Context: an optimization exercise on an open-source flow, tuned for small area, a short achievable clock period and few clock cycles per item. The choices shown serve that exercise and are no tape-out recipe.
Function was checked by simulation only, so behaviour that the tests miss may differ from the original.
Power figures rest on the tool's default switching activity, not on a simulated workload.

==> design/flow/design.v <==
module sprite_compositor_n #(
  parameter int N_SPRITES = 8,
  parameter int SPR_SIZE  = 16,
  parameter int COORD_W   = 10,
  parameter int PAL_DEPTH = 16,
  parameter int COLOR_W   = 8,
  parameter int SLOT_W    = (N_SPRITES > 1) ? $clog2(N_SPRITES) : 1,
  parameter int SEL_WP    = $clog2(SPR_SIZE + 1),
  parameter int PAL_WP    = (PAL_DEPTH > 1) ? $clog2(PAL_DEPTH) : 1,
  parameter int DATA_W    = ((2 * COORD_W + PAL_WP + 2) > SPR_SIZE) ? (2 * COORD_W + PAL_WP + 2) : SPR_SIZE
) (
  input  logic                 clk_25,
  input  logic                 n_reset,
  input  logic                 wr_en,
  input  logic [SLOT_W-1:0]    wr_slot,
  input  logic [SEL_WP-1:0]    wr_sel,
  input  logic [DATA_W-1:0]    wr_data,
  input  logic                 att_color,
  input  logic [PAL_WP-1:0]    pal_addr,
  input  logic [3*COLOR_W-1:0] data_color,
  input  logic                 coll_clr,
  input  logic                 pix_valid,
  input  logic [COORD_W-1:0]   row,
  input  logic [COORD_W-1:0]   column,
  input  logic [COLOR_W-1:0]   FIFO_Red,
  input  logic [COLOR_W-1:0]   FIFO_Green,
  input  logic [COLOR_W-1:0]   FIFO_Blue,
  output logic [COLOR_W-1:0]   VGA_R,
  output logic [COLOR_W-1:0]   VGA_G,
  output logic [COLOR_W-1:0]   VGA_B,
  output logic                 out_valid,
  output logic [N_SPRITES-1:0] collision
);
  localparam int N     = N_SPRITES;
  localparam int PAL_W = PAL_WP;
  localparam int RGB_W = 3 * COLOR_W;
  logic [N-1:0][15:0][15:0] bmp_q;      
  logic [N-1:0][15:0]       rv_q;       
  logic [N-1:0][9:0]        x_q, y_q;   
  logic [N-1:0][PAL_W-1:0]  pi_q;
  logic [N-1:0]             md_q;
  logic [N-1:0]             en_q;
  logic [PAL_DEPTH-1:0][RGB_W-1:0] pal_q;   
  logic [PAL_DEPTH-1:0]            pv_q;    
  logic [N-1:0]       slot_we, attr_we;
  logic [N-1:0][15:0] row_we;
  logic [PAL_DEPTH-1:0] pal_we;
  always_comb begin
    for (int s = 0; s < N; s++) begin
      slot_we[s] = wr_en && (wr_slot == SLOT_W'(s));
      attr_we[s] = slot_we[s] && (wr_sel == '0);
      for (int r = 0; r < 16; r++)
        row_we[s][r] = slot_we[s] && (wr_sel == SEL_WP'(r + 1));
    end
    for (int p = 0; p < PAL_DEPTH; p++)
      pal_we[p] = att_color && (pal_addr == PAL_W'(p));
  end
  always_ff @(posedge clk_25) begin
    for (int s = 0; s < N; s++) begin
      if (attr_we[s]) begin
        x_q[s]  <= wr_data[9:0];
        y_q[s]  <= wr_data[19:10];
        pi_q[s] <= wr_data[23:20];
        md_q[s] <= wr_data[25];
      end
      for (int r = 0; r < 16; r++)
        if (row_we[s][r]) bmp_q[s][r] <= wr_data[15:0];
    end
    for (int p = 0; p < PAL_DEPTH; p++)
      if (pal_we[p]) pal_q[p] <= data_color;
  end
  always_ff @(posedge clk_25 or negedge n_reset) begin
    if (!n_reset) begin
      en_q <= '0; rv_q <= '0; pv_q <= '0;
    end else begin
      for (int s = 0; s < N; s++) begin
        if (attr_we[s]) en_q[s] <= wr_data[24];
        for (int r = 0; r < 16; r++)
          if (row_we[s][r]) rv_q[s][r] <= 1'b1;
      end
      for (int p = 0; p < PAL_DEPTH; p++)
        if (pal_we[p]) pv_q[p] <= 1'b1;
    end
  end
  logic               v0_q, v1_q, v2_q, v3_q, ov_q;
  logic [RGB_W-1:0]   bg0_q, bg1_q, bg2_q, bg3_q;
  logic [N-1:0][3:0]  dx0_q, dy0_q;
  logic [N-1:0]       in0_q;
  logic [N-1:0][3:0]  t1_q;
  logic [N-1:0][1:0]  dyh1_q;
  logic [N-1:0]       in1_q;
  logic [N-1:0]       hit2_q;
  logic [PAL_W-1:0]   pi2_q;
  logic               md2_q, any2_q;
  logic [RGB_W-1:0]   p3_q;
  logic               md3_q, any3_q;
  logic [N-1:0]       coll_q;
  logic [RGB_W-1:0]   rgb_q;
  logic [N-1:0][10:0] dxw, dyw;
  logic [N-1:0]       in0_d;
  always_comb begin
    for (int s = 0; s < N; s++) begin
      dxw[s]   = {1'b0, column} - {1'b0, x_q[s]};
      dyw[s]   = {1'b0, row} - {1'b0, y_q[s]};
      in0_d[s] = en_q[s] && (dxw[s][10:4] == '0) && (dyw[s][10:4] == '0);
    end
  end
  logic [N-1:0][3:0] t1_d;
  logic [N-1:0][3:0] col1;
  always_comb begin
    for (int s = 0; s < N; s++) begin
      col1[s] = ~dx0_q[s];
      for (int g = 0; g < 4; g++)
        t1_d[s][g] = bmp_q[s][{2'(g), dy0_q[s][1:0]}][col1[s]] &
                     rv_q[s][{2'(g), dy0_q[s][1:0]}];
    end
  end
  logic [N-1:0]     hit2_d;
  logic [PAL_W-1:0] pi2_d;
  logic             md2_d;
  always_comb begin
    for (int s = 0; s < N; s++)
      hit2_d[s] = in1_q[s] & t1_q[s][dyh1_q[s]];
    pi2_d = '0; md2_d = 1'b0;
    for (int s = N - 1; s >= 0; s--)
      if (hit2_d[s]) begin
        pi2_d = pi_q[s];
        md2_d = md_q[s];
      end
  end
  logic [RGB_W-1:0] p3_d;
  logic             multi;
  assign p3_d  = pal_q[pi2_q] & {RGB_W{pv_q[pi2_q]}};
  assign multi = (hit2_q & (hit2_q - N'(1))) != '0;
  logic [RGB_W-1:0] rgb_d;
  logic [COLOR_W:0] sum_r, sum_g, sum_b;
  always_comb begin
    sum_r = {1'b0, p3_q[23:16]} + {1'b0, bg3_q[23:16]};
    sum_g = {1'b0, p3_q[15:8]}  + {1'b0, bg3_q[15:8]};
    sum_b = {1'b0, p3_q[7:0]}   + {1'b0, bg3_q[7:0]};
    if (!any3_q)     rgb_d = bg3_q;
    else if (!md3_q) rgb_d = p3_q;
    else             rgb_d = {sum_r[8:1], sum_g[8:1], sum_b[8:1]};
  end
  always_ff @(posedge clk_25) begin
    bg0_q <= {FIFO_Red, FIFO_Green, FIFO_Blue};
    for (int s = 0; s < N; s++) begin
      dx0_q[s] <= dxw[s][3:0];
      dy0_q[s] <= dyw[s][3:0];
    end
    in0_q <= in0_d;
    bg1_q <= bg0_q; t1_q <= t1_d; in1_q <= in0_q;
    for (int s = 0; s < N; s++) dyh1_q[s] <= dy0_q[s][3:2];
    bg2_q <= bg1_q; hit2_q <= hit2_d; pi2_q <= pi2_d; md2_q <= md2_d; any2_q <= |hit2_d;
    bg3_q <= bg2_q; p3_q <= p3_d; md3_q <= md2_q; any3_q <= any2_q;
    rgb_q <= rgb_d;
  end
  always_ff @(posedge clk_25 or negedge n_reset) begin
    if (!n_reset) begin
      v0_q <= 1'b0; v1_q <= 1'b0; v2_q <= 1'b0; v3_q <= 1'b0; ov_q <= 1'b0;
      coll_q <= '0;
    end else begin
      v0_q <= pix_valid; v1_q <= v0_q; v2_q <= v1_q; v3_q <= v2_q; ov_q <= v3_q;
      if (coll_clr)           coll_q <= '0;
      else if (v2_q && multi) coll_q <= coll_q | hit2_q;
    end
  end
  assign VGA_R     = rgb_q[RGB_W-1 -: COLOR_W];
  assign VGA_G     = rgb_q[2*COLOR_W-1 -: COLOR_W];
  assign VGA_B     = rgb_q[COLOR_W-1:0];
  assign out_valid = ov_q;
  assign collision = coll_q;
endmodule
==> design/flow/run.sh <==
#!/bin/bash
# synth_recipe.tcl (not shown) runs the flow's synth.tcl, then flattens the netlist and writes it again
# the make line also repeats each setting of config.mk as NAME=value (left out here)
make -C /OpenROAD-flow-scripts/flow DESIGN_CONFIG=/design/flow/config.mk WORK_HOME=/design/flow/orfs CLKGATE_MAP_FILE= SYNTH_SCRIPT=/design/flow/synth_recipe.tcl finish
==> design/flow/config.mk <==
export PLATFORM = sky130hd
export DESIGN_NAME = sprite_compositor_n
export DESIGN_NICKNAME = sprite_compositor_n
export VERILOG_FILES = /design/flow/design.v
export SDC_FILE = /design/flow/constraint.sdc
export NUM_CORES = 4
export LEC_CHECK = 0
export CAP_MARGIN = 20
export CORE_MARGIN = 2
export CORE_UTILIZATION = 40
export CTS_CLUSTER_DIAMETER = 100
export CTS_CLUSTER_SIZE = 30
export SETUP_SLACK_MARGIN = 2.3
export SLEW_MARGIN = 20
==> design/flow/constraint.sdc <==
create_clock -name core_clock -period 4.5 [get_ports {clk_25}]
set_input_delay 0.9000 -clock core_clock [delete_from_list [all_inputs] [get_ports {clk_25}]]
set_output_delay 0.9000 -clock core_clock [all_outputs]
set_load 0.01 [all_outputs]
==> results of run 1 <==
==> layer usage <==
layer	up-vias	share of wire (%)	global-route usage (%)
met2	2058	49	34.1
met5	-	0.011	0
met1	32700	42	28.7
li1	25300	-	-
met3	346	6.1	2.25
met4	6	3.0	5.41
==> sequential cells by signal (all words and copies together), names as in the netlist, 24 cells and up <==
signal,flops
bmp_q,2048
pal_q,384
rv_q,128
x_q,80
y_q,80
dx0_q,32
dy0_q,32
pi_q,32
t1_q,32
bg0_q,24
bg1_q,24
bg2_q,24
bg3_q,24
p3_q,24
rgb_q,24
==> layout by cell type, fill, tap and decap left out, types with 49 or more instances in the layout <==
cell                n
a21oi_1           113
buf_12            189
buf_4             308
buf_6              93
clkbuf_1           83
clkbuf_16         122
clkdlybuf4s50_1    71
dfrtp_1           165
dfxtp_1           243
edfxtp_1         2632
ha_1              160
inv_1             226
mux4_2            772
nand2_1            81
nor2_1            168
nor2_4            177
nor2b_1            49
o21ai_0            73
or2_2             153
xnor2_1            56
==> area by class of cell <==
type	instances	area, sq um	area share, %
Multi-Input combinational cell	2435	31400	22.5
Inverter	240	927	0.663
Clock inverter	20	309	0.221
Clock buffer	201	3250	2.33
Timing Repair Buffer	771	9890	7.08
Tap cell	3939	4930	3.53
Sequential cell	3085	89000	63.7
Antenna cell	15	37.5	0.0269
==> what timing repair did <==
item                       in CTS  in global routing
gates resized for setup       556                169
cloned                         62                  7
pin swaps                     263                118
setup endpoints to repair    2549                835
setup buffers                 318                 64
==> metrics by stage <==
stage,hold slack (ns),setup slack [ns],instance area (sq um)
floorplan,0.310,1.43,121000
global placement,0.310,0.479,128000
detailed placement,0.312,0.376,128000
CTS,0.0870,1.78,138000
global route,0.104,1.61,140000
finish,0.0894,1.66,140000
==> where the power goes <==
part	internal (mW)	switching, mW
clock network	5.16	8.60
registers	31.4	0.334
logic	1.91	2.28
==> path summary, 6_finish.rpt <==
kind | endpoint | cells after the start | slack [ns]
setup / recovery | in0_q[3]$_DFF_P_ | 14 | 1.66
hold / removal | rv_q[13]$_DFFE_PN0P_ | 1 | 0.09
setup reg to reg | in0_q[3]$_DFF_P_ | 10 | 1.80
hold reg to reg | bg2_q[12]$_DFF_P_ | 0 | 0.33
max in group asynchronous | rv_q[55]$_DFFE_PN0P_ | 2 | 3.50
min in group core_clock | bg2_q[12]$_DFF_P_ | 0 | 0.33
==> worst max-delay path, stage by stage <==
cell	delay (ns)
buf_6	0.09
buf_8	0.13
clkinvlp_4	0.14
buf_4	0.14
ha_4	0.12
inv_2	0.03
fa_2	0.37
a211oi_4	0.29
nor3b_2	0.10
o21a_1	0.18
or4_4	0.48
a21oi_2	0.16
o2111ai_2	0.14
nor4_2	0.31
==> logic make-up (layout without fill, tap and decap cells) <==
family	Yosys count	after routing	synth area share, %
adders and majority gates	202	202	2.24
buffers and inverters	463	1232	1.64
AOI/OAI and AO/OA	470	472	2.56
DFF	3085	3085	74.6
other	0	15	0
xor gates and xnor gates	86	86	0.632
and+or+nand+nor	830	859	3.36
muxes	816	816	15.0
==> key figures, run 1 <==
Run status
  • Status: no timing/DRC/antenna violations

Placement
  • Dpl cells: 10000
  • Dpl hpwl: 169000 um
  • Routability Congestion: 0.875
  • I/O Buffers: 144

Clock network
  • Clock root cell: clkbuf_16
  • Later-pin clock latency in the skew report: 0.86 ns
  • Worst-path clk slew: 0.12 ns
  • Total CTS buffers: 116
  • CTS Hold Buffers Added: 0
  • Max Root-Sink Buffers: 3
  • CTS tree: done
  • Clock sink total: 3085
  • Htree depth: 3

Route
  • Vias post-DR: 60400
  • Starting DRT DRC Count: 7454
  • Number of routed nets with antenna violations: 0
  • Drt first pass iters: 5
  • WL/cell: 29.2 um
  • DR DRC count: 0
  • Final wirelength: 312000 um
  • Vias per inst: 5.64

Timing
  • Setup Skew: 0.0791 ns
  • Fin. Hold Viols: 0
  • Tmin final: 2.84 ns
  • Slew @ Worst Pin: 1.11 ns
  • Rel. slew slack: 26.3%
  • Setup TNS: 0 ns
  • Pins over their slew limit: 0
  • RSZ-0062 raised after global routing: yes
  • Final critical-path share of the clock period: 63.2%
  • Final setup viols: 0
  • Fmax achieved: 0.352 GHz

Global route
  • Largest net degree at the start of global routing: 75
  • Total gr overflow: 0
  • Vias in the first global route: 61800
  • Global-route wire length before repair: 445000 um
  • Tot GR Track Use: 20.5%
  • Antenna violations before repair: 32

Worst setup path
  • Arrival time of the worst setup path: 3.60 ns
  • Critical Path Fanout Max: 3
  • Kind of critical path: in -> reg
  • Origin of the worst setup path: row[0]
  • Critical path startpoint category: primary input
  • R2r startpoint: y_q[30]$_DFFE_PP_
  • Worst setup EP type: flip-flop
  • CP required: 5.26 ns

Finish
  • Share of layout cells above drive strength 1: 33.4%
  • Final Core Density: 47.1%
  • Nets: 6961
  • FILL cells: 24500
  • Area Growth Syn to Fin: 17.3%
  • Finished Layout Cells: 10700

Power
  • P per Cell Area: 355 mW/mm^2
  • Leakage: 45.9 nW
  • Peak supply drop: 405 uV
  • Total chip power: 49.7 mW

Yosys
  • Count of flip-flops with a built-in enable after synthesis: 2632
  • Most instantiated library cell after synthesis: edfxtp_1
  • Synth warnings: 1
  • Synth top area share: 66.3%
  • Seq cells post-synth: 3085
  • Synthesized area: 0.119 sq mm
  • Area contributors post-synth: edfxtp_1 66%, mux4_2 15%, dfxtp_1 4.8%
  • Mapped Nets: 6264
  • Ys async rst share: 5.35%
  • Synth cell count leaders: 2632 x edfxtp_1, 772 x mux4_2, 333 x nor2_1
  • Syn_area_per_cell: 20.0 sq um
  • Post-synth top flop: edfxtp_1
  • Number of library cell types mapped by synthesis: 73
  • Cell taking the most area after synthesis: edfxtp_1
  • Cell count after synthesis: 5952
  • Register area share after synthesis: 74.6%

Floorplan
  • Die area: 0.302 sq mm
  • Number of core rows: 200
  • Die width: 550 um
  • Die outline height: 550 um
  • Initial core utilization: 40.2%
  • Core ar.: 0.297 sq mm
  • # IOs: 145

Job
  • Max Cap Viol: 0

Worst hold path
  • Worst Hold Class: in -> async
Testbench counts, summed over its fixed seeds: cycles 33,408, pixels 32,768.
==> run 2, diff against run 1 <==
--- a/design/flow/config.mk
+++ b/design/flow/config.mk
@@ -10,5 +10,2 @@
 export CORE_UTILIZATION = 40
-export CTS_CLUSTER_DIAMETER = 100
-export CTS_CLUSTER_SIZE = 30
-export SETUP_SLACK_MARGIN = 2.3
 export SLEW_MARGIN = 20
==> run 2 against run 1 <==
Cell count is 0.29% higher. Hold slack gained 0.23 ns. Clock power increased by 91%. Global-route usage decreased by 0.59 points. Setup slack lost 0.60 ns. Register-to-register slack worse by 0.25 ns. Die area did not move. Core utilization fell by 0.53 points. Synthesized cell count stayed put. Count of clock-buffer cells in the layout increased by 219. Area after synthesis unchanged.
==> key figures, run 2 <==
Worst setup path
  • CP Buf/Inv Count: 4
  • Critical Path Fanout Max: 5
  • Cell family contributing the most delay on the critical path: buffers and inverters
  • CP max-delay cell: clkdlybuf4s50_1
  • CP cell instances: clkdlybuf4s50_1, inv_1, buf_4, ha_1, inv_1, fa_1, a21o_1, a211oi_1, o21bai_1, xor2_1, nor4_1, o2111ai_1, nor4_1
  • Worst setup EP type: flip-flop
  • Arrival time of the worst setup path: 4.21 ns
  • Worst stage delay on the critical path: 0.58 ns
  • Critical path startpoint category: primary input
  • CP required: 5.26 ns
  • Kind of critical path: in -> reg

Global route
  • Vias in the first global route: 61400
  • Tot GR Track Use: 19.9%
  • Largest net degree at the start of global routing: 67
  • Total gr overflow: 0
  • Antenna violations before repair: 34
  • Global-route wire length before repair: 435000 um

Timing
  • Setup Skew: 0.0833 ns
  • Final hold slack: 0.324 ns
  • Tmin final: 3.44 ns
  • Fmax achieved: 0.290 GHz
  • Final critical-path share of the clock period: 76.5%
  • Fin. Hold Viols: 0
  • Rel. slew slack: 29.6%
  • Setup TNS: 0 ns
  • Pins over their slew limit: 0
  • Final setup viols: 0
  • Slew @ Worst Pin: 1.06 ns
  • Setup ws final: 1.06 ns
  • RSZ-0062 raised after global routing: no

Finish
  • Most frequent cells in the layout: 2632 x edfxtp_1, 772 x mux4_2, 324 x clkbuf_16, 313 x nor2_1, 295 x buf_4
  • Area Growth Syn to Fin: 15.9%
  • Nets: 6840
  • Register with the most flip-flops: bmp_q
  • Biggest regs: bmp_q (2048), pal_q (384), rv_q (128)
  • Share of layout cells above drive strength 1: 26.8%
  • Most common cell after layout, fill and taps aside: edfxtp_1
  • FILL cells: 24600
  • Max reg flops: 2048

Power
  • Peak supply drop: 274 uV
  • Leakage: 46.5 nW
  • P per Cell Area: 445 mW/mm^2

Job
  • Max Cap Viol: 0

Clock network
  • Later-pin clock latency in the skew report: 0.88 ns
  • Max Root-Sink Buffers: 4
  • Total CTS buffers: 319
  • Worst-path clk slew: 0.06 ns
  • Clock root cell: clkbuf_16
  • Post_cts resized: 0
  • Htree depth: 5
  • Clock sink total: 3085
  • CTS tree: done

Floorplan
  • Die outline height: 550 um
  • Initial core utilization: 40.2%
  • Die width: 550 um
  • Core ar.: 0.297 sq mm
  • Die area: 0.302 sq mm
  • # IOs: 145
  • Number of core rows: 200

Route
  • Final wirelength: 303000 um
  • WL/cell: 28.2 um
  • Number of routed nets with antenna violations: 0
  • Drt first pass iters: 6
  • Starting DRT DRC Count: 6330
  • Vias post-DR: 60200
  • Vias per inst: 5.60
  • DR DRC count: 0

Yosys
  • Cell taking the most area after synthesis: edfxtp_1
  • Synth top area share: 66.3%
  • Mapped Nets: 6264
  • Count of flip-flops with a built-in enable after synthesis: 2632
  • Area contributors post-synth: edfxtp_1 66%, mux4_2 15%, dfxtp_1 4.8%
  • Synthesized area: 0.119 sq mm
  • Register area share after synthesis: 74.6%
  • Syn_area_per_cell: 20.0 sq um
  • Ys async rst share: 5.35%
  • Number of library cell types mapped by synthesis: 73
  • Most instantiated library cell after synthesis: edfxtp_1
  • Seq cells post-synth: 3085
  • Cell count after synthesis: 5952
  • Synth cell count leaders: 2632 x edfxtp_1, 772 x mux4_2, 333 x nor2_1
  • Post-synth top flop: edfxtp_1
  • Synth warnings: 1

Placement
  • Routability Congestion: 0.857
  • Dpl hpwl: 172000 um
  • I/O Buffers: 144
  • Worst slack, placed: 0.206 ns

Run status
  • Status: no timing/DRC/antenna violations

Worst hold path
  • Worst Hold Class: reg -> reg
## run 2: cell counts after synthesis
No cell type changed its count.
## run 2: path summary, 6_finish.rpt
check	depth (start not counted)	to	slack, ns	start
setup / recovery	13	in0_q[7]$_DFF_P_	1.06	column[0]
hold / removal	0	bg2_q[16]$_DFF_P_	0.32	bg1_q[16]$_DFF_P_
setup reg to reg	7	t1_q[23]$_DFF_P_	1.55	dx0_q[20]$_DFF_P_
hold reg to reg	0	bg2_q[16]$_DFF_P_	0.32	bg1_q[16]$_DFF_P_
max in group asynchronous	3	ov_q$_DFF_PN0_	2.87	n_reset
min in group asynchronous	2	rv_q[24]$_DFFE_PN0P_	0.55	n_reset
## run 2: cells by family (layout without fill, tap and decap cells)
logic type / count (synthesis) / count (layout) / share of synthesized area [%]
and+or+nand+nor: 830 / 830 / 3.36
adders and majority gates: 202 / 202 / 2.24
DFF: 3085 / 3085 / 74.6
buffers and inverters: 463 / 1301 / 1.64
other: 0 / 8 / 0
muxes: 816 / 816 / 15.0
AOI/OAI and AO/OA: 470 / 470 / 2.56
xor gates and xnor gates: 86 / 86 / 0.632
## run 2: metrics by stage
step	cell area (sq um)	utilization, %	total power [mW]	instances
2_1_floorplan	119000	-	34.1	5952
3_3_place_gp	128000	43.0	35.9	10100
3_5_place_dp	128000	43.0	35.9	10100
4_1_cts	138000	46.6	62.1	10700
5_1_grt	138000	46.6	63.4	10700
6_report	138000	46.6	61.5	10700
## run 2: cell type report
type                            count  area, sq um  area share, %
Antenna cell                        8         20.0         0.0145
Clock buffer                      420         8680           6.28
Clock inverter                    163         1740           1.26
Inverter                          240          901          0.652
Multi-Input combinational cell   2404        28500           20.6
Sequential cell                  3085        89000           64.4
Tap cell                         3939         4930           3.57
Timing Repair Buffer              478         4470           3.23
## run 2: worst reg2reg max path: cells and delay by family, from the launching register on
family	cells	cell delay, ns
muxes	2	1.04
DFF	1	0.74
buffers and inverters	1	0.47
AOI/OAI and AO/OA	2	0.39
and+or+nand+nor	2	0.16
## run 2: power breakdown
| part | internal [mW] | switching (mW) | total [mW] | leakage, nW |
|---|---|---|---|---|
| logic | 1.49 | 1.97 | 3.46 | 13.1 |
| registers | 31.4 | 0.386 | 31.8 | 28.3 |
| clock network | 15.3 | 11.0 | 26.3 | 5.11 |
| total | 48.2 | 13.3 | 61.5 | 46.5 |
## run 2: repair_timing
item / 4_1_cts / 5_1_grt
endpoints found under the setup margin: 0 / 0
buffers inserted: 0 / 0
hold buffers: 1 / 0
hold endpoints to repair: 3 / 0
## run 2: per-layer routing
| metal | track usage [%] | vias up | routed length [um] |
|---|---|---|---|
| met1 | 27.7 | 32400 | 126000 |
| met4 | 4.78 | 2 | 6680 |
| li1 | - | 25100 | - |
| met3 | 3.00 | 407 | 21200 |
| met2 | 32.9 | 2273 | 149000 |
| met5 | 0 | - | 11 |
==> run 3, diff against run 2 <==
--- a/design/flow/config.mk
+++ b/design/flow/config.mk
@@ -10,2 +10,4 @@
 export CORE_UTILIZATION = 40
+export CTS_BUF_LIST = sky130_fd_sc_hd__clkbuf_4 sky130_fd_sc_hd__clkbuf_8 sky130_fd_sc_hd__clkbuf_16
+export SETUP_SLACK_MARGIN = 2.0
 export SLEW_MARGIN = 20
==> run 3 against run 2 <==
Largest power group unchanged. Critical endpoint is now in0_q[3]$_DFF_P_. Die area did not move. Critical path type unchanged. Still clean on timing, DRC and antenna. Setup slack improved by 0.77 ns. Synthesized cell count did not move. Non-clock buffer count rose by 26.
==> key figures, run 3 <==
Run status
  • Status: no timing/DRC/antenna violations

Yosys
  • Cell taking the most area after synthesis: edfxtp_1
  • Complex-gate fraction of the synthesized area: 2.56%
  • Synth cell count leaders: 2632 x edfxtp_1, 772 x mux4_2, 333 x nor2_1
  • Fraction of synthesized cell area in xor and xnor cells: 0.632%
  • Synth top area share: 66.3%
  • Count of flip-flops with a built-in enable after synthesis: 2632
  • Mapped Nets: 6264
  • Area contributors post-synth: edfxtp_1 66%, mux4_2 15%, dfxtp_1 4.8%
  • Synth warnings: 1
  • Seq cells post-synth: 3085
  • Register area share after synthesis: 74.6%
  • Syn_area_per_cell: 20.0 sq um
  • Post-synth top flop: edfxtp_1
  • Adder-Cell Fraction of Synth Area: 2.24%
  • Most instantiated library cell after synthesis: edfxtp_1
  • Ys async rst share: 5.35%
  • Proportion of synthesized area in mux cells: 15.0%
  • Largest family of logic cells by synthesized area: multiplexers
  • Synthesized area: 0.119 sq mm
  • Cell count after synthesis: 5952
  • Simple-Gate Fraction of Synth Area: 3.36%
  • Number of library cell types mapped by synthesis: 73

Worst setup path
  • Critical Path Fanout Max: 2
  • R2R setup slack: 1.97 ns
  • Arrival time of the worst setup path: 3.45 ns
  • Worst setup EP type: flip-flop
  • Critical path startpoint category: primary input
  • CP required: 5.28 ns
  • Kind of critical path: in -> reg

Clock network
  • CTS Hold Buffers Added: 0
  • Max Root-Sink Buffers: 4
  • Clock sink total: 3085
  • Worst-path clk slew: 0.06 ns
  • Later-pin clock latency in the skew report: 0.88 ns
  • Htree depth: 5
  • Clock root cell: clkbuf_16
  • CTS tree: done
  • Total CTS buffers: 321

Timing
  • Rel. slew slack: 28.8%
  • Pins over their slew limit: 0
  • Tmin final: 2.67 ns
  • Setup Skew: 0.0817 ns
  • Fin. Hold Viols: 0
  • Slew @ Worst Pin: 1.07 ns
  • Setup TNS: 0 ns
  • Final setup viols: 0
  • Final critical-path share of the clock period: 59.3%
  • RSZ-0062 raised after global routing: yes
  • Fmax achieved: 0.375 GHz

Power
  • Peak supply drop: 282 uV
  • Leakage: 47.5 nW
  • Clock share of power: 43.1%
  • Switch Pwr: 13.4 mW
  • Switch share: 21.5%
  • Sequential power share: 50.9%
  • P_int: 49.0 mW
  • Comb pwr share: 6.0%
  • P per Cell Area: 440 mW/mm^2

Floorplan
  • Core ar.: 0.297 sq mm
  • Die area: 0.302 sq mm
  • Die outline height: 550 um
  • Number of core rows: 200
  • Die width: 550 um
  • Initial core utilization: 40.2%
  • # IOs: 145

Placement
  • Dpl cells: 10000
  • Dpl hpwl: 170000 um
  • Routability Congestion: 0.886
  • I/O Buffers: 144

Finish
  • Most common cell after layout, fill and taps aside: edfxtp_1
  • Share of layout cells above drive strength 1: 32.1%
  • Register with the most flip-flops: bmp_q
  • Max reg flops: 2048
  • FILL cells: 24300
  • Area Growth Syn to Fin: 18.8%
  • Biggest regs: bmp_q (2048), pal_q (384), rv_q (128)
  • Nets: 6869
  • Most frequent cells in the layout: 2632 x edfxtp_1, 772 x mux4_2, 339 x clkbuf_16, 264 x dfxtp_1, 232 x inv_1
  • Finished Layout Cells: 10800

Route
  • Vias post-DR: 60200
  • DR DRC count: 0
  • Drt first pass iters: 6
  • Final wirelength: 307000 um
  • Number of routed nets with antenna violations: 0
  • Starting DRT DRC Count: 6874
  • Vias per inst: 5.59
  • WL/cell: 28.5 um

Global route
  • Largest net degree at the start of global routing: 68
  • Antenna violations before repair: 31
  • Tot GR Track Use: 20.1%
  • Global-route wire length before repair: 438000 um
  • Total gr overflow: 0
  • Vias in the first global route: 62000

Job
  • Max Cap Viol: 0

Worst hold path
  • Worst Hold Class: in -> async
## run 3: cell counts after synthesis
Identical to the previous run, type by type.
## run 3: kinds of logic after synthesis
family | Yosys count
AO/OA/AOI/OAI | 470
buffers and inverters | 463
flip-flops | 3085
adder cells (fa/ha/maj) | 202
XOR/XNOR | 86
multiplexers | 816
AND/OR/NAND/NOR | 830
## run 3: layout make-up
| type | count | area [sq um] | share of cell area [%] |
|---|---|---|---|
| multi-input cells | 2405 | 30100 | 21.3 |
| clock inverters | 139 | 1380 | 0.973 |
| clock buffers | 451 | 9460 | 6.68 |
| well taps | 3939 | 4930 | 3.48 |
| diodes | 11 | 27.5 | 0.0194 |
| inverters | 240 | 912 | 0.644 |
| repair buffers | 504 | 5820 | 4.11 |
| flip-flops and latches | 3085 | 89000 | 62.8 |
## run 3: routing by layer
layer	part of all wire (%)	GRT usage [%]	vias to the layer above
li1	-	-	25200
met1	41	27.6	32300
met2	50	33.3	2237
met3	6.7	3.27	475
met4	2.6	5.38	2
met5	0.0042	0	-
## run 3: metrics by stage
step	hold WS [ns]	area (sq um)	util, %	total power, mW	setup slack [ns]
6_report	0.0433	142000	47.7	62.3	1.83
2_1_floorplan	0.310	121000	-	34.2	1.42
3_5_place_dp	0.312	128000	43.2	35.9	0.508
3_3_place_gp	0.310	128000	43.2	35.9	0.540
5_1_grt	0.0336	142000	47.7	64.2	1.76
4_1_cts	0.0146	140000	47.3	62.8	1.90
## run 3: final timing paths
check / from / to / depth (start not counted)
worst max-delay path: row[0] / in0_q[3]$_DFF_P_ / 14
worst min-delay path: n_reset / rv_q[17]$_DFFE_PN0P_ / 1
worst max register to register: y_q[30]$_DFFE_PP_ / in0_q[3]$_DFF_P_ / 10
worst min register to register: bg1_q[10]$_DFF_P_ / bg2_q[10]$_DFF_P_ / 0
max in group asynchronous: n_reset / rv_q[62]$_DFFE_PN0P_ / 2
min in group core_clock: bg1_q[10]$_DFF_P_ / bg2_q[10]$_DFF_P_ / 0
## run 3: what timing repair did
item | CTS | global route
setup endpoints to repair | 1178 | 623
setup buffers | 80 | 62
gates resized for setup | 140 | 78
pin swaps | 58 | 65
cloned | 3 | 5
## run 3: power groups by stage
stage	registers [mW]	clock network (mW)	logic, mW
CTS	31.8	27.4	3.69
global route	31.8	28.5	3.97
detailed placement	32.4	0	3.49
floorplan	32.1	0	2.07
global placement	32.4	0	3.45
finish	31.8	26.9	3.72
## run 3: worst max-delay path, cell delays in order
cell and delay (ns):
buf_6 0.10, buf_12 0.13, clkinvlp_4 0.11, buf_12 0.13, ha_4 0.12, inv_1 0.05, fa_2 0.38, a211oi_4 0.25
nor3b_2 0.09, o21a_1 0.18, or4_4 0.48, a21oi_2 0.14, o2111ai_1 0.10, nor4_1 0.27
==> run 4, diff against run 3 <==
--- a/design/flow/design.v
+++ b/design/flow/design.v
@@ -84,44 +84,50 @@
   end
-  logic               v0_q, v1_q, v2_q, v3_q, ov_q;
-  logic [RGB_W-1:0]   bg0_q, bg1_q, bg2_q, bg3_q;
-  logic [N-1:0][3:0]  dx0_q, dy0_q;
-  logic [N-1:0]       in0_q;
-  logic [N-1:0][3:0]  t1_q;
-  logic [N-1:0][1:0]  dyh1_q;
-  logic [N-1:0]       in1_q;
-  logic [N-1:0]       hit2_q;
-  logic [PAL_W-1:0]   pi2_q;
-  logic               md2_q, any2_q;
-  logic [RGB_W-1:0]   p3_q;
-  logic               md3_q, any3_q;
-  logic [N-1:0]       coll_q;
-  logic [RGB_W-1:0]   rgb_q;
-  logic [N-1:0][10:0] dxw, dyw;
-  logic [N-1:0]       in0_d;
+  logic                v0_q, v1_q, v2_q, v3_q, ov_q;
+  logic [RGB_W-1:0]    bg0_q, bg1_q, bg2_q, bg3_q;
+  logic [N-1:0][15:0]  row0_q;
+  logic [N-1:0][3:0]   col0_q;
+  logic [N-1:0]        in0_q;
+  logic [N-1:0]        hit1_q;
+  logic [PAL_W-1:0]    pi2_q;
+  logic                md2_q, any2_q;
+  logic [RGB_W-1:0]    p3_q;
+  logic                md3_q, any3_q;
+  logic [N-1:0]        coll_q;
+  logic [RGB_W-1:0]    rgb_q;
+  logic [N-1:0][4:0] lox, loy;    
+  logic [N-1:0]      inx, iny;
+  logic [N-1:0][5:0] ax, bx, ay, by;
+  logic [N-1:0][3:0] dy0;
+  logic [N-1:0]      in0_d;
+  logic [N-1:0][15:0] row0_d;
+  logic [N-1:0][3:0]  col0_d;
   always_comb begin
     for (int s = 0; s < N; s++) begin
-      dxw[s]   = {1'b0, column} - {1'b0, x_q[s]};
-      dyw[s]   = {1'b0, row} - {1'b0, y_q[s]};
-      in0_d[s] = en_q[s] && (dxw[s][10:4] == '0) && (dyw[s][10:4] == '0);
+      lox[s] = {1'b0, column[3:0]} - {1'b0, x_q[s][3:0]};
+      loy[s] = {1'b0, row[3:0]}    - {1'b0, y_q[s][3:0]};
+      ax[s]  = column[9:4];
+      bx[s]  = ~x_q[s][9:4];
+      ay[s]  = row[9:4];
+      by[s]  = ~y_q[s][9:4];
+      inx[s] = ((ax[s] ^ bx[s] ^ {ax[s][4:0] | bx[s][4:0], ~lox[s][4]}) == '0) &&
+               (ax[s][5] | bx[s][5]);
+      iny[s] = ((ay[s] ^ by[s] ^ {ay[s][4:0] | by[s][4:0], ~loy[s][4]}) == '0) &&
+               (ay[s][5] | by[s][5]);
+      dy0[s]    = loy[s][3:0];
+      in0_d[s]  = en_q[s] & inx[s] & iny[s] & rv_q[s][dy0[s]];
+      row0_d[s] = bmp_q[s][dy0[s]];
+      col0_d[s] = ~lox[s][3:0];     
     end
   end
-  logic [N-1:0][3:0] t1_d;
-  logic [N-1:0][3:0] col1;
-  always_comb begin
-    for (int s = 0; s < N; s++) begin
-      col1[s] = ~dx0_q[s];
-      for (int g = 0; g < 4; g++)
-        t1_d[s][g] = bmp_q[s][{2'(g), dy0_q[s][1:0]}][col1[s]] &
-                     rv_q[s][{2'(g), dy0_q[s][1:0]}];
-    end
-  end
-  logic [N-1:0]     hit2_d;
-  logic [PAL_W-1:0] pi2_d;
-  logic             md2_d;
+  logic [N-1:0] hit1_d;
   always_comb begin
     for (int s = 0; s < N; s++)
-      hit2_d[s] = in1_q[s] & t1_q[s][dyh1_q[s]];
+      hit1_d[s] = in0_q[s] & row0_q[s][col0_q[s]];
+  end
+  logic [PAL_W-1:0] pi2_d;
+  logic             md2_d, multi;
+  always_comb begin
     pi2_d = '0; md2_d = 1'b0;
     for (int s = N - 1; s >= 0; s--)
-      if (hit2_d[s]) begin
+      if (hit1_q[s]) begin
         pi2_d = pi_q[s];
@@ -130,6 +136,5 @@
   end
+  assign multi = (hit1_q & (hit1_q - N'(1))) != '0;
   logic [RGB_W-1:0] p3_d;
-  logic             multi;
-  assign p3_d  = pal_q[pi2_q] & {RGB_W{pv_q[pi2_q]}};
-  assign multi = (hit2_q & (hit2_q - N'(1))) != '0;
+  assign p3_d = pal_q[pi2_q] & {RGB_W{pv_q[pi2_q]}};
   logic [RGB_W-1:0] rgb_d;
@@ -146,10 +151,5 @@
     bg0_q <= {FIFO_Red, FIFO_Green, FIFO_Blue};
-    for (int s = 0; s < N; s++) begin
-      dx0_q[s] <= dxw[s][3:0];
-      dy0_q[s] <= dyw[s][3:0];
-    end
-    in0_q <= in0_d;
-    bg1_q <= bg0_q; t1_q <= t1_d; in1_q <= in0_q;
-    for (int s = 0; s < N; s++) dyh1_q[s] <= dy0_q[s][3:2];
-    bg2_q <= bg1_q; hit2_q <= hit2_d; pi2_q <= pi2_d; md2_q <= md2_d; any2_q <= |hit2_d;
+    row0_q <= row0_d; col0_q <= col0_d; in0_q <= in0_d;
+    bg1_q <= bg0_q; hit1_q <= hit1_d;
+    bg2_q <= bg1_q; pi2_q <= pi2_d; md2_q <= md2_d; any2_q <= |hit1_q;
     bg3_q <= bg2_q; p3_q <= p3_d; md3_q <= md2_q; any3_q <= any2_q;
@@ -164,3 +164,3 @@
       if (coll_clr)           coll_q <= '0;
-      else if (v2_q && multi) coll_q <= coll_q | hit2_q;
+      else if (v1_q && multi) coll_q <= coll_q | hit1_q;
     end
--- a/design/flow/config.mk
+++ b/design/flow/config.mk
@@ -11,3 +11,3 @@
 export CTS_BUF_LIST = sky130_fd_sc_hd__clkbuf_4 sky130_fd_sc_hd__clkbuf_8 sky130_fd_sc_hd__clkbuf_16
-export SETUP_SLACK_MARGIN = 2.0
+export SETUP_SLACK_MARGIN = 2.3
 export SLEW_MARGIN = 20
==> run 4 against run 3 <==
Still clean. Hold slack improved by 0.28 ns. Count of clock-buffer cells in the layout fell by 10. Global-route usage fell by 0.81 points. Fmax fell by 3.4%. Critical path type unchanged. Largest cell class unchanged. Highest routed layer unchanged.
==> key figures, run 4 <==
Worst setup path
  • R2R setup slack: 1.76 ns
  • CP max-delay cell: fa_4
  • Arrival time of the worst setup path: 3.45 ns
  • Kind of critical path: in -> reg
  • Worst setup EP type: flip-flop
  • CP cell instances: clkdlybuf4s15_2, clkinvlp_4, buf_12, fa_4, buf_12, buf_12, buf_16, mux4_2, nor2b_4, a211oi_2, a21oi_1
  • Reg-to-Reg End: row0_q[17]$_DFF_P_
  • Register-to-Register Path Depth: 10
  • Most frequent CP cell: buf_12
  • Critical path startpoint category: primary input
  • R2r startpoint: y_q[10]$_DFFE_PP_
  • Worst stage delay on the critical path: 0.85 ns
  • CP required: 5.18 ns
  • Critical Path Fanout Max: 8

Finish
  • Area Growth Syn to Fin: 23.9%
  • Most frequent cells in the layout: 2632 x edfxtp_1, 708 x mux4_2, 349 x clkbuf_16, 298 x dfxtp_1, 245 x buf_4
  • Final std cell area, no fill: 0.148 sq mm
  • Register with the most flip-flops: bmp_q
  • Final Core Density: 49.8%
  • Most common cell after layout, fill and taps aside: edfxtp_1
  • Share of layout cells above drive strength 1: 37.3%
  • Biggest regs: bmp_q (2048), pal_q (384)
  • Max reg flops: 2048
  • Nets: 6905

Floorplan
  • Initial core utilization: 40.2%
  • # IOs: 145
  • Die outline height: 550 um
  • Die width: 550 um
  • Core ar.: 0.297 sq mm
  • Number of core rows: 200
  • Die area: 0.302 sq mm

Global route
  • Total gr overflow: 0
  • Tot GR Track Use: 19.2%
  • Largest net degree at the start of global routing: 125
  • Vias in the first global route: 60500
  • Antenna violations before repair: 24
  • Global-route wire length before repair: 426000 um

Yosys
  • Number of library cell types mapped by synthesis: 49
  • Ys async rst share: 5.28%
  • Count of flip-flops with a built-in enable after synthesis: 2632
  • Synthesized area: 0.119 sq mm
  • Synth top area share: 66.3%
  • Seq cells post-synth: 3125
  • Area contributors post-synth: edfxtp_1 66%, mux4_2 13%, dfxtp_1 5.5%
  • Synth warnings: 1
  • Register area share after synthesis: 75.3%
  • Post-synth top flop: edfxtp_1
  • Syn_area_per_cell: 20.5 sq um
  • Most instantiated library cell after synthesis: edfxtp_1
  • Mapped Nets: 6113
  • Cell count after synthesis: 5801
  • Cell taking the most area after synthesis: edfxtp_1
  • Synth cell count leaders: 2632 x edfxtp_1, 708 x mux4_2, 328 x dfxtp_1

Route
  • Vias per inst: 5.47
  • Vias post-DR: 59100
  • DR DRC count: 0
  • Final wirelength: 294000 um
  • Drt first pass iters: 5
  • Starting DRT DRC Count: 5625
  • WL/cell: 27.2 um
  • Number of routed nets with antenna violations: 0

Power
  • Switch share: 21.5%
  • Clock share of power: 43.1%
  • Sequential power share: 49.8%
  • Leakage: 49.8 nW
  • Switch Pwr: 13.9 mW
  • P_int: 50.8 mW
  • Total chip power: 64.7 mW
  • Comb pwr share: 7.1%
  • Peak supply drop: 309 uV
  • P per Cell Area: 438 mW/mm^2

Clock network
  • Max Root-Sink Buffers: 4
  • Worst-path clk slew: 0.06 ns
  • Total CTS buffers: 328
  • Later-pin clock latency in the skew report: 0.92 ns
  • Htree depth: 5
  • CTS tree: done
  • Clock sink total: 3125
  • Clock root cell: clkbuf_16

Timing
  • Setup Skew: 0.0947 ns
  • Pins over their slew limit: 0
  • Setup TNS: 0 ns
  • Fin. Hold Viols: 0
  • RSZ-0062 raised after global routing: yes
  • Fmax achieved: 0.362 GHz
  • Final critical-path share of the clock period: 61.4%
  • Tmin final: 2.76 ns
  • Slew @ Worst Pin: 1.24 ns
  • Final setup viols: 0
  • Rel. slew slack: 17.5%

Placement
  • DP Area: 0.128 sq mm
  • I/O Buffers: 144
  • Routability Congestion: 0.812
  • Dpl hpwl: 161000 um

Worst hold path
  • Worst Hold Class: reg -> reg
  • Hold path start: bg1_q[3]$_DFF_P_
  • Hold depth: 0
  • Worst Hold Endpoint: bg2_q[3]$_DFF_P_

Run status
  • Status: no timing/DRC/antenna violations

Job
  • Max Cap Viol: 0
run 4: cell types whose count changed in the layout (fill, tap and decap cells not counted), sizes merged, moves of 64 or more:
cell,previous run,this run
buf,375,593
inv,251,108
nor2,334,192
nor2b,63,190
mux2i,32,157
a211oi,13,135
nand2,124,40
xor2,30,104
mux4,772,708
run 4: metrics by stage:
stage                     worst slack, ns  hold WS (ns)  instances
final                                1.74         0.320      10800
after global routing                 1.72         0.328      10800
after CTS                            1.81         0.316      10700
after detailed placement         -0.00706         0.312       9850
after global placement           -0.00880         0.311       9850
after floorplan                      1.68         0.310       5801
run 4: power groups by stage:
stage	clock network [mW]	registers [mW]	logic [mW]
2_1_floorplan	0	32.7	2.26
3_5_place_dp	0	32.8	3.69
6_report	27.9	32.2	4.59
5_1_grt	29.6	32.2	4.88
3_3_place_gp	0	32.8	3.64
4_1_cts	28.4	32.2	4.31
run 4: critical path: cells and delay by family:
kind,cells,cell delay [ns]
AO/OA/AOI/OAI,2,0.29
adder cells (fa/ha/maj),1,0.85
multiplexers,1,0.29
AND/OR/NAND/NOR,1,0.14
buffers and inverters,6,0.92
run 4: area by class of cell:
class | count | area (sq um)
Timing Repair Buffer | 703 | 9660
Fill cell | 23500 | 149000
Inverter | 98 | 385
Sequential cell | 3125 | 89800
Multi-Input combinational cell | 2337 | 31600
Clock inverter | 157 | 1840
Clock buffer | 441 | 9390
Tap cell | 3939 | 4930
Antenna cell | 5 | 12.5
run 4: how the worst max path moves through the flow:
| stage | slack, ns | startpoint | endpoint |
|---|---|---|---|
| 2_1_floorplan | 1.68 | row[0] | row0_q[17]$_DFF_P_ |
| 3_3_place_gp | -0.009 | row[0] | row0_q[31]$_DFF_P_ |
| 3_5_place_dp | -0.007 | row[0] | row0_q[31]$_DFF_P_ |
| 4_1_cts | 1.81 | y_q[50]$_DFFE_PP_ | row0_q[95]$_DFF_P_ |
| 5_1_grt | 1.72 | y_q[10]$_DFFE_PP_ | row0_q[17]$_DFF_P_ |
| 6_report | 1.74 | row[1] | row0_q[1]$_DFF_P_ |
run 4: routing by layer:
metal / track usage (%) / routed length [um] / vias to the layer above / part of all wire, %
met3: 3.03 / 18000 / 416 / 6.1
met1: 27.6 / 128000 / 31800 / 43
met5: 0 / 22 / - / 0.0075
met4: 4.23 / 5820 / 4 / 2.0
li1: - / - / 25000 / -
met2: 31.1 / 143000 / 1835 / 48
run 4: cells by family after synthesis:
| family | after synthesis | share of synthesized area (%) |
|---|---|---|
| buffers and inverters | 341 | 1.22 |
| and+or+nand+nor | 677 | 3.06 |
| DFF | 3125 | 75.3 |
| xor gates and xnor gates | 135 | 0.993 |
| adders and majority gates | 201 | 2.23 |
| AOI/OAI and AO/OA | 437 | 2.28 |
| muxes | 885 | 14.9 |
run 4: timing repair:
action | in CTS | in global routing
pin swaps | 201 | 128
endpoints found under the setup margin | 2611 | 715
endpoints found under the hold margin | 47 | 0
cloned | 45 | 15
resized for setup | 515 | 237
setup buffers | 234 | 55
hold buffers | 1 | 0
Testbench counts of run 4, summed over its fixed seeds: cycles 33,408, pixels 32,768.
==> run 5, diff against run 4 <==
--- a/design/flow/config.mk
+++ b/design/flow/config.mk
@@ -11,3 +11,3 @@
 export CTS_BUF_LIST = sky130_fd_sc_hd__clkbuf_4 sky130_fd_sc_hd__clkbuf_8 sky130_fd_sc_hd__clkbuf_16
-export SETUP_SLACK_MARGIN = 2.3
+export SETUP_SLACK_MARGIN = 2.6
 export SLEW_MARGIN = 20
==> run 5 against run 4 <==
Clock skew decreased by 0.0067 ns. Largest cell class unchanged. Clock power about the same. Synthesized cell count unchanged. Still clean on timing, DRC and antenna. Power decreased by 0.26%. Area after synthesis unchanged.
==> key figures, run 5 <==
Power
  • Total chip power: 64.5 mW
  • Leakage: 50.1 nW
  • P per Cell Area: 435 mW/mm^2
  • Peak supply drop: 316 uV

Timing
  • Slew @ Worst Pin: 1.15 ns
  • Rel. slew slack: 23.6%
  • Setup Skew: 0.0880 ns
  • Final setup viols: 0
  • Setup TNS: 0 ns
  • Final critical-path share of the clock period: 59.5%
  • Tmin final: 2.68 ns
  • Fmax achieved: 0.374 GHz
  • Pins over their slew limit: 0
  • Fin. Hold Viols: 0
  • RSZ-0062 raised after global routing: yes

Yosys
  • Synthesized area: 0.119 sq mm
  • Register area share after synthesis: 75.3%
  • Synth cell count leaders: 2632 x edfxtp_1, 708 x mux4_2, 328 x dfxtp_1
  • Area contributors post-synth: edfxtp_1 66%, mux4_2 13%, dfxtp_1 5.5%
  • Ys async rst share: 5.28%
  • Count of flip-flops with a built-in enable after synthesis: 2632
  • Post-synth top flop: edfxtp_1
  • Cell count after synthesis: 5801
  • Synth warnings: 1
  • Synth top area share: 66.3%
  • Seq cells post-synth: 3125
  • Number of library cell types mapped by synthesis: 49
  • Mapped Nets: 6113
  • Syn_area_per_cell: 20.5 sq um
  • Most instantiated library cell after synthesis: edfxtp_1
  • Cell taking the most area after synthesis: edfxtp_1

Worst setup path
  • Critical path startpoint category: flip-flop
  • Critical Path Fanout Max: 5
  • Worst setup EP type: flip-flop
  • R2r startpoint: y_q[40]$_DFFE_PP_
  • Kind of critical path: reg -> reg
  • Arrival time of the worst setup path: 3.48 ns
  • CP required: 5.31 ns
  • Reg-to-Reg End: row0_q[76]$_DFF_P_
  • Register-to-Register Path Depth: 8
  • R2R setup slack: 1.82 ns

Finish
  • Most frequent cells in the layout: 2632 x edfxtp_1, 708 x mux4_2, 349 x clkbuf_16, 282 x dfxtp_1, 271 x buf_4
  • Biggest regs: bmp_q (2048), pal_q (384)
  • Finished Layout Cells: 10900
  • Register with the most flip-flops: bmp_q
  • Max reg flops: 2048
  • Final Core Density: 50.1%
  • Area Growth Syn to Fin: 24.7%
  • Flip-flop and latch area: 0.0898 sq mm
  • Final std cell area, no fill: 0.149 sq mm
  • Multi-input logic area: 0.0317 sq mm
  • Share of layout cells above drive strength 1: 39.1%
  • Most common cell after layout, fill and taps aside: edfxtp_1
  • Nets: 6962
  • FILL cells: 23400

Worst hold path
  • Hold path start: bg1_q[5]$_DFF_P_
  • Worst Hold Class: reg -> reg
  • Worst Hold Endpoint: bg2_q[5]$_DFF_P_
  • Hold depth: 0

Global route
  • Largest net degree at the start of global routing: 119
  • Tot GR Track Use: 19.4%
  • Global-route wire length before repair: 429000 um
  • Total gr overflow: 0
  • Antenna violations before repair: 28
  • Vias in the first global route: 61100

Placement
  • I/O Buffers: 144
  • Routability Congestion: 0.793
  • Dpl cells: 9862
  • Dpl hpwl: 160000 um
  • DP Area: 0.129 sq mm

Run status
  • Status: no timing/DRC/antenna violations

Route
  • Number of routed nets with antenna violations: 0
  • Top sig layer: met5
  • Starting DRT DRC Count: 5454
  • DR DRC count: 0
  • Drt first pass iters: 5
  • Vias per inst: 5.43
  • WL/cell: 27.1 um
  • Vias post-DR: 59000
  • Metal-1 WL: 126000 um
  • Met3 wire len: 17000 um
  • Met2 WL: 146000 um
  • Final wirelength: 295000 um

Clock network
  • CTS tree: done
  • Total CTS buffers: 325
  • Worst-path clk slew: 0.06 ns
  • Later-pin clock latency in the skew report: 0.93 ns
  • Clock root cell: clkbuf_16
  • Max Root-Sink Buffers: 4
  • Htree depth: 5
  • Clock sink total: 3125

Floorplan
  • # IOs: 145
  • Number of core rows: 200
  • Initial core utilization: 40.2%
  • Die outline height: 550 um
  • Core ar.: 0.297 sq mm
  • Die area: 0.302 sq mm
  • Die width: 550 um

Job
  • Max Cap Viol: 0
## run 5: power breakdown
part,total [mW],switching [mW],internal (mW)
Sequential,32.2,0.284,31.9
Combinational,4.65,2.43,2.22
Clock,27.7,11.3,16.4
Total,64.5,14.0,50.5
## run 5: cell families after synthesis
group	Yosys count	share of synthesized area [%]
compound gates	437	2.28
xor+xnor	135	0.993
fa+ha+maj	201	2.23
buf+inv	341	1.22
flops	3125	75.3
mux	885	14.9
simple gates	677	3.06
## run 5: layout make-up
| cell class | instances | area share, % |
|---|---|---|
| Antenna cell | 10 | 0.0169 |
| Tap cell | 3939 | 3.32 |
| Inverter | 98 | 0.278 |
| Multi-Input combinational cell | 2336 | 21.4 |
| Timing Repair Buffer | 764 | 6.95 |
| Sequential cell | 3125 | 60.5 |
| Clock buffer | 460 | 6.49 |
| Clock inverter | 141 | 1.09 |
## run 5: layer usage
layer | vias to the layer above | global-route usage, %
met3 | 383 | 3.13
li1 | 25200 | -
met5 | - | 0
met2 | 1621 | 31.9
met4 | 8 | 4.56
met1 | 31800 | 27.1
## run 5: per-stage QoR
stage | hold WS [ns] | setup slack [ns]
global placement | 0.314 | 0.0264
floorplan | 0.310 | 1.68
CTS | 0.156 | 1.81
finish | 0.303 | 1.82
detailed placement | 0.312 | 0.0228
global route | 0.301 | 1.77
## run 5: worst max-delay path, stage by stage (launching register included)
cell	delay, ns
edfxtp_1	0.41
ha_4	0.19
fa_4	0.96
buf_12	0.17
clkbuf_16	0.16
mux4_2	0.31
a211oi_2	0.20
buf_4	0.13
a21oi_1	0.03
## run 5: timing repair
| action | 4_1_cts | 5_1_grt |
|---|---|---|
| endpoints found under the hold margin | 0 | 31 |
| pin swaps | 232 | 92 |
| gates cloned | 54 | 10 |
| resized for setup | 657 | 216 |
| setup buffers | 294 | 39 |
| hold buffers | 0 | 1 |
| setup endpoints to repair | 2975 | 1023 |
## run 5: worst max-delay path by stage
stage	start	end	depth (start not counted)
global placement	row[1]	row0_q[65]$_DFF_P_	9
finish	y_q[40]$_DFFE_PP_	row0_q[76]$_DFF_P_	8
detailed placement	row[1]	row0_q[42]$_DFF_P_	8
global route	y_q[20]$_DFFE_PP_	row0_q[45]$_DFF_P_	8
floorplan	row[0]	row0_q[17]$_DFF_P_	8
CTS	y_q[20]$_DFFE_PP_	row0_q[47]$_DFF_P_	7
==> run 6, diff against run 5 <==
--- a/design/flow/design.v
+++ b/design/flow/design.v
@@ -84,12 +84,14 @@
   end
-  logic                v0_q, v1_q, v2_q, v3_q, ov_q;
-  logic [RGB_W-1:0]    bg0_q, bg1_q, bg2_q, bg3_q;
-  logic [N-1:0][15:0]  row0_q;
-  logic [N-1:0][3:0]   col0_q;
+  logic                v0_q, v1_q, v2_q, v3_q, v4_q, ov_q;
+  logic [RGB_W-1:0]    bg0_q, bg1_q, bg2_q, bg3_q, bg4_q;
+  logic [N-1:0][3:0]   col0_q, dy0_q;
   logic [N-1:0]        in0_q;
-  logic [N-1:0]        hit1_q;
-  logic [PAL_W-1:0]    pi2_q;
-  logic                md2_q, any2_q;
-  logic [RGB_W-1:0]    p3_q;
+  logic [N-1:0][15:0]  rb1_q;
+  logic [N-1:0][3:0]   dy1_q;
+  logic [N-1:0]        in1_q;
+  logic [N-1:0]        hit2_q;
+  logic [PAL_W-1:0]    pi3_q;
   logic                md3_q, any3_q;
+  logic [RGB_W-1:0]    p4_q;
+  logic                md4_q, any4_q;
   logic [N-1:0]        coll_q;
@@ -99,6 +101,4 @@
   logic [N-1:0][5:0] ax, bx, ay, by;
-  logic [N-1:0][3:0] dy0;
   logic [N-1:0]      in0_d;
-  logic [N-1:0][15:0] row0_d;
-  logic [N-1:0][3:0]  col0_d;
+  logic [N-1:0][3:0] col0_d, dy0_d;
   always_comb begin
@@ -115,26 +115,31 @@
                (ay[s][5] | by[s][5]);
-      dy0[s]    = loy[s][3:0];
-      in0_d[s]  = en_q[s] & inx[s] & iny[s] & rv_q[s][dy0[s]];
-      row0_d[s] = bmp_q[s][dy0[s]];
+      in0_d[s]  = en_q[s] & inx[s] & iny[s];
       col0_d[s] = ~lox[s][3:0];     
+      dy0_d[s]  = loy[s][3:0];
     end
   end
-  logic [N-1:0] hit1_d;
+  logic [N-1:0][15:0] rb1_d;
   always_comb begin
     for (int s = 0; s < N; s++)
-      hit1_d[s] = in0_q[s] & row0_q[s][col0_q[s]];
+      for (int r = 0; r < 16; r++)
+        rb1_d[s][r] = bmp_q[s][r][col0_q[s]] & rv_q[s][r];
   end
-  logic [PAL_W-1:0] pi2_d;
-  logic             md2_d, multi;
+  logic [N-1:0] hit2_d;
   always_comb begin
-    pi2_d = '0; md2_d = 1'b0;
+    for (int s = 0; s < N; s++)
+      hit2_d[s] = in1_q[s] & rb1_q[s][dy1_q[s]];
+  end
+  logic [PAL_W-1:0] pi3_d;
+  logic             md3_d, multi;
+  always_comb begin
+    pi3_d = '0; md3_d = 1'b0;
     for (int s = N - 1; s >= 0; s--)
-      if (hit1_q[s]) begin
-        pi2_d = pi_q[s];
-        md2_d = md_q[s];
+      if (hit2_q[s]) begin
+        pi3_d = pi_q[s];
+        md3_d = md_q[s];
       end
   end
-  assign multi = (hit1_q & (hit1_q - N'(1))) != '0;
-  logic [RGB_W-1:0] p3_d;
-  assign p3_d = pal_q[pi2_q] & {RGB_W{pv_q[pi2_q]}};
+  assign multi = (hit2_q & (hit2_q - N'(1))) != '0;
+  logic [RGB_W-1:0] p4_d;
+  assign p4_d = pal_q[pi3_q] & {RGB_W{pv_q[pi3_q]}};
   logic [RGB_W-1:0] rgb_d;
@@ -142,7 +147,7 @@
   always_comb begin
-    sum_r = {1'b0, p3_q[23:16]} + {1'b0, bg3_q[23:16]};
-    sum_g = {1'b0, p3_q[15:8]}  + {1'b0, bg3_q[15:8]};
-    sum_b = {1'b0, p3_q[7:0]}   + {1'b0, bg3_q[7:0]};
-    if (!any3_q)     rgb_d = bg3_q;
-    else if (!md3_q) rgb_d = p3_q;
+    sum_r = {1'b0, p4_q[23:16]} + {1'b0, bg4_q[23:16]};
+    sum_g = {1'b0, p4_q[15:8]}  + {1'b0, bg4_q[15:8]};
+    sum_b = {1'b0, p4_q[7:0]}   + {1'b0, bg4_q[7:0]};
+    if (!any4_q)     rgb_d = bg4_q;
+    else if (!md4_q) rgb_d = p4_q;
     else             rgb_d = {sum_r[8:1], sum_g[8:1], sum_b[8:1]};
@@ -151,6 +156,7 @@
     bg0_q <= {FIFO_Red, FIFO_Green, FIFO_Blue};
-    row0_q <= row0_d; col0_q <= col0_d; in0_q <= in0_d;
-    bg1_q <= bg0_q; hit1_q <= hit1_d;
-    bg2_q <= bg1_q; pi2_q <= pi2_d; md2_q <= md2_d; any2_q <= |hit1_q;
-    bg3_q <= bg2_q; p3_q <= p3_d; md3_q <= md2_q; any3_q <= any2_q;
+    col0_q <= col0_d; dy0_q <= dy0_d; in0_q <= in0_d;
+    bg1_q <= bg0_q; rb1_q <= rb1_d; dy1_q <= dy0_q; in1_q <= in0_q;
+    bg2_q <= bg1_q; hit2_q <= hit2_d;
+    bg3_q <= bg2_q; pi3_q <= pi3_d; md3_q <= md3_d; any3_q <= |hit2_q;
+    bg4_q <= bg3_q; p4_q <= p4_d; md4_q <= md3_q; any4_q <= any3_q;
     rgb_q <= rgb_d;
@@ -159,8 +165,8 @@
     if (!n_reset) begin
-      v0_q <= 1'b0; v1_q <= 1'b0; v2_q <= 1'b0; v3_q <= 1'b0; ov_q <= 1'b0;
+      v0_q <= 1'b0; v1_q <= 1'b0; v2_q <= 1'b0; v3_q <= 1'b0; v4_q <= 1'b0; ov_q <= 1'b0;
       coll_q <= '0;
     end else begin
-      v0_q <= pix_valid; v1_q <= v0_q; v2_q <= v1_q; v3_q <= v2_q; ov_q <= v3_q;
+      v0_q <= pix_valid; v1_q <= v0_q; v2_q <= v1_q; v3_q <= v2_q; v4_q <= v3_q; ov_q <= v4_q;
       if (coll_clr)           coll_q <= '0;
-      else if (v1_q && multi) coll_q <= coll_q | hit1_q;
+      else if (v2_q && multi) coll_q <= coll_q | hit2_q;
     end
--- a/design/flow/config.mk
+++ b/design/flow/config.mk
@@ -10,4 +10,3 @@
 export CORE_UTILIZATION = 40
-export CTS_BUF_LIST = sky130_fd_sc_hd__clkbuf_4 sky130_fd_sc_hd__clkbuf_8 sky130_fd_sc_hd__clkbuf_16
-export SETUP_SLACK_MARGIN = 2.6
+export SETUP_SLACK_MARGIN = 2.3
 export SLEW_MARGIN = 20
==> run 6 against run 5 <==
Die area up 0.96%. Critical path type is now reg -> out. Still clean on timing, DRC and antenna. Area after synthesis is 0.97% higher. Sequential share of layout area grew 3.4 points.
==> key figures, run 6 <==
Global route
  • Tot GR Track Use: 19.2%
  • Global-route wire length before repair: 423000 um
  • Largest net degree at the start of global routing: 82
  • Vias in the first global route: 59900
  • Antenna violations before repair: 28
  • Total gr overflow: 0

Timing
  • Final setup viols: 0
  • Slew @ Worst Pin: 1.09 ns
  • Pins over their slew limit: 0
  • Fin. Hold Viols: 0
  • Final critical-path share of the clock period: 52.6%
  • Final hold slack: 0.298 ns
  • Rel. slew slack: 27.0%
  • Setup TNS: 0 ns
  • Fmax achieved: 0.423 GHz
  • RSZ-0062 raised after global routing: yes
  • Tmin final: 2.37 ns
  • Setup Skew: 0.0877 ns
  • Setup ws final: 2.13 ns

Yosys
  • Seq cells post-synth: 3222
  • Syn_area_per_cell: 21.6 sq um
  • Synth top area share: 65.7%
  • Synth warnings: 1
  • Number of library cell types mapped by synthesis: 59
  • Mapped Nets: 5871
  • Cell count after synthesis: 5559
  • Area contributors post-synth: edfxtp_1 66%, mux4_2 14%, dfxtp_1 7.1%
  • Count of flip-flops with a built-in enable after synthesis: 2632
  • Synth cell count leaders: 2632 x edfxtp_1, 762 x mux4_2, 424 x dfxtp_1
  • Register area share after synthesis: 76.2%
  • Most instantiated library cell after synthesis: edfxtp_1
  • Cell taking the most area after synthesis: edfxtp_1
  • Synthesized area: 0.120 sq mm
  • Ys async rst share: 5.15%
  • Post-synth top flop: edfxtp_1

Floorplan
  • Number of core rows: 201
  • Initial core utilization: 40.2%
  • Core ar.: 0.300 sq mm
  • Die outline height: 552 um
  • Die area: 0.305 sq mm
  • # IOs: 145
  • Die width: 552 um

Route
  • DR DRC count: 0
  • Vias post-DR: 57000
  • Drt first pass iters: 7
  • Vias per inst: 5.43
  • Final wirelength: 296000 um
  • Number of routed nets with antenna violations: 0
  • Starting DRT DRC Count: 6081
  • WL/cell: 28.3 um

Power
  • Leakage: 48.1 nW
  • P per Cell Area: 446 mW/mm^2
  • Peak supply drop: 322 uV

Worst hold path
  • Hold path start: in0_q[1]$_DFF_P_
  • Worst Hold Class: reg -> reg
  • Worst Hold Endpoint: in1_q[1]$_DFF_P_
  • Hold depth: 0

Placement
  • Dpl hpwl: 155000 um
  • Routability Congestion: 0.775
  • DP Area: 0.129 sq mm
  • I/O Buffers: 144
  • Worst slack, placed: 0.790 ns

Clock network
  • Later-pin clock latency in the skew report: 0.88 ns
  • Clock root cell: clkbuf_16
  • CTS tree: done
  • Total CTS buffers: 332
  • Htree depth: 5
  • Max Root-Sink Buffers: 4
  • Clock sink total: 3222
  • Worst-path clk slew: 0.06 ns

Worst setup path
  • Worst setup EP type: output port
  • Register-to-Register Path Depth: 4
  • CP Buf/Inv Count: 1
  • Critical Path Fanout Max: 1
  • R2R setup slack: 2.35 ns
  • CP cell instances: buf_6
  • Cell family contributing the most delay on the critical path: flip-flops
  • R2r startpoint: col0_q[10]$_DFF_P_
  • Critical path startpoint category: flip-flop
  • Worst stage delay on the critical path: 0.45 ns
  • Reg-to-Reg End: rb1_q[43]$_DFF_P_
  • Kind of critical path: reg -> out
  • CP required: 3.60 ns
  • Arrival time of the worst setup path: 1.47 ns
  • CP max-delay cell: dfrtp_2

Finish
  • Nets: 6559
  • Register with the most flip-flops: bmp_q
  • Most frequent cells in the layout: 2632 x edfxtp_1, 762 x mux4_2, 381 x dfxtp_1, 344 x clkbuf_16, 221 x buf_4
  • Share of layout cells above drive strength 1: 33.3%
  • Most common cell after layout, fill and taps aside: edfxtp_1
  • Multi-input logic area: 0.0286 sq mm
  • Final Core Density: 48.0%
  • Area Growth Syn to Fin: 19.5%
  • Final std cell area, no fill: 0.144 sq mm
  • Biggest regs: bmp_q (2048), pal_q (384)
  • Max reg flops: 2048
  • FILL cells: 24000
  • Flip-flop and latch area: 0.0918 sq mm

Run status
  • Status: no timing/DRC/antenna violations

Job
  • Max Cap Viol: 0
[run 6: cell count changes after synthesis, moves of 25 or more]
cell,delta
a211oi_1,-76
a21oi_1,-117
and2_1,+130
buf_2,-65
clkbuf_1,-44
dfxtp_1,+96
mux2i_1,-125
mux4_2,+54
nor2b_1,-150
o21ai_0,-25
xnor2_1,+36
xor2_1,-34
[run 6: kinds of logic after synthesis]
family / share of synthesized area (%)
XOR/XNOR: 0.998
multiplexers: 15.0
adder cells (fa/ha/maj): 2.21
buffers and inverters: 1.43
flip-flops: 76.2
AND/OR/NAND/NOR: 2.80
AO/OA/AOI/OAI: 1.34
[run 6: final cells by class]
cell class,instances,area share (%)
clock buffers,481,6.72
clock inverters,129,0.987
well taps,3958,3.45
diodes,11,0.0192
multi-input cells,2024,19.9
inverters,109,0.319
flip-flops and latches,3222,63.9
repair buffers,558,4.74
[run 6: report_power, final]
group          total (mW)  switching (mW)  leakage, nW  internal, mW
Sequential           33.0           0.292         29.4          32.7
Clock                27.5            11.3         5.42          16.2
Combinational        3.54            1.97         13.3          1.57
[run 6: routing by layer]
metal  track usage [%]  up-vias  wire length, um
met1              25.8    30600           121000
met2              31.7     1959           147000
met3              3.38      428            19300
li1                  -    24000                -
met4              6.59        0             9650
met5                 0        -                0
[run 6: through the flow]
stage	cells	power, mW
2_1_floorplan	5559	35.5
3_3_place_gp	9598	37.0
3_5_place_dp	9598	37.1
4_1_cts	10500	64.6
5_1_grt	10500	66.0
6_report	10500	64.1
[run 6: what timing repair did]
action | 4_1_cts | 5_1_grt
pin swaps | 117 | 7
endpoints found under the setup margin | 2600 | 1126
resized for setup | 263 | 60
hold endpoints to repair | 8 | 0
cloned | 6 | 2
setup buffers | 237 | 27
hold buffers | 1 | 0
[run 6: worst max-delay path by stage]
stage | from | cells after the start | end | slack [ns]
finish | ov_q$_DFF_PN0_ | 1 | out_valid | 2.13
global route | ov_q$_DFF_PN0_ | 1 | out_valid | 2.10
CTS | ov_q$_DFF_PN0_ | 1 | out_valid | 2.08
detailed placement | wr_en | 5 | pi_q[1]$_DFFE_PP_ | 0.79
global placement | wr_sel[1] | 5 | bmp_q[1960]$_DFFE_PP_ | 0.84
floorplan | pal_addr[3] | 2 | pal_q[120]$_DFFE_PP_ | 1.92
Testbench counts of run 6, summed over its fixed seeds: cycles 33,536, pixels 32,768.

## re-timing with driven ports
The flow's constraints put no driver on any port. The routed layouts listed below were extracted and timed again, unchanged, in two steps. Step 1 sets driving cells, clkbuf_16 on the clock port and buf_2 on the other inputs (assumed; they add their load-dependent delay and slew). Step 2 times the ports against the registers' clock, not the clock port: input delays grow and output delays shrink by t, the midpoint of the rising clock arrivals with the driver on. Three values: no drivers, after step 1, after step 2; two values: the first two.
run	t, ns	setup WS [ns]	pins driven straight from the clock port
run 1	0.915	1.656 / 1.725 / 0.810	1
run 2	0.942	1.056 / 1.130 / 0.189	1
run 3	0.931	1.830 / 1.892 / 0.960	1
run 4	0.958	1.736 / 1.755 / 0.844	1
run 5	0.984	1.823 / 1.823 / 0.933	1
run 6	0.943	2.135 / 2.034 / 1.271	1
After both steps every run listed still meets setup and hold. For run 4, which loses most, drivers alone change the setup slack by +0.019 ns; drivers and shift together by -0.892 ns.
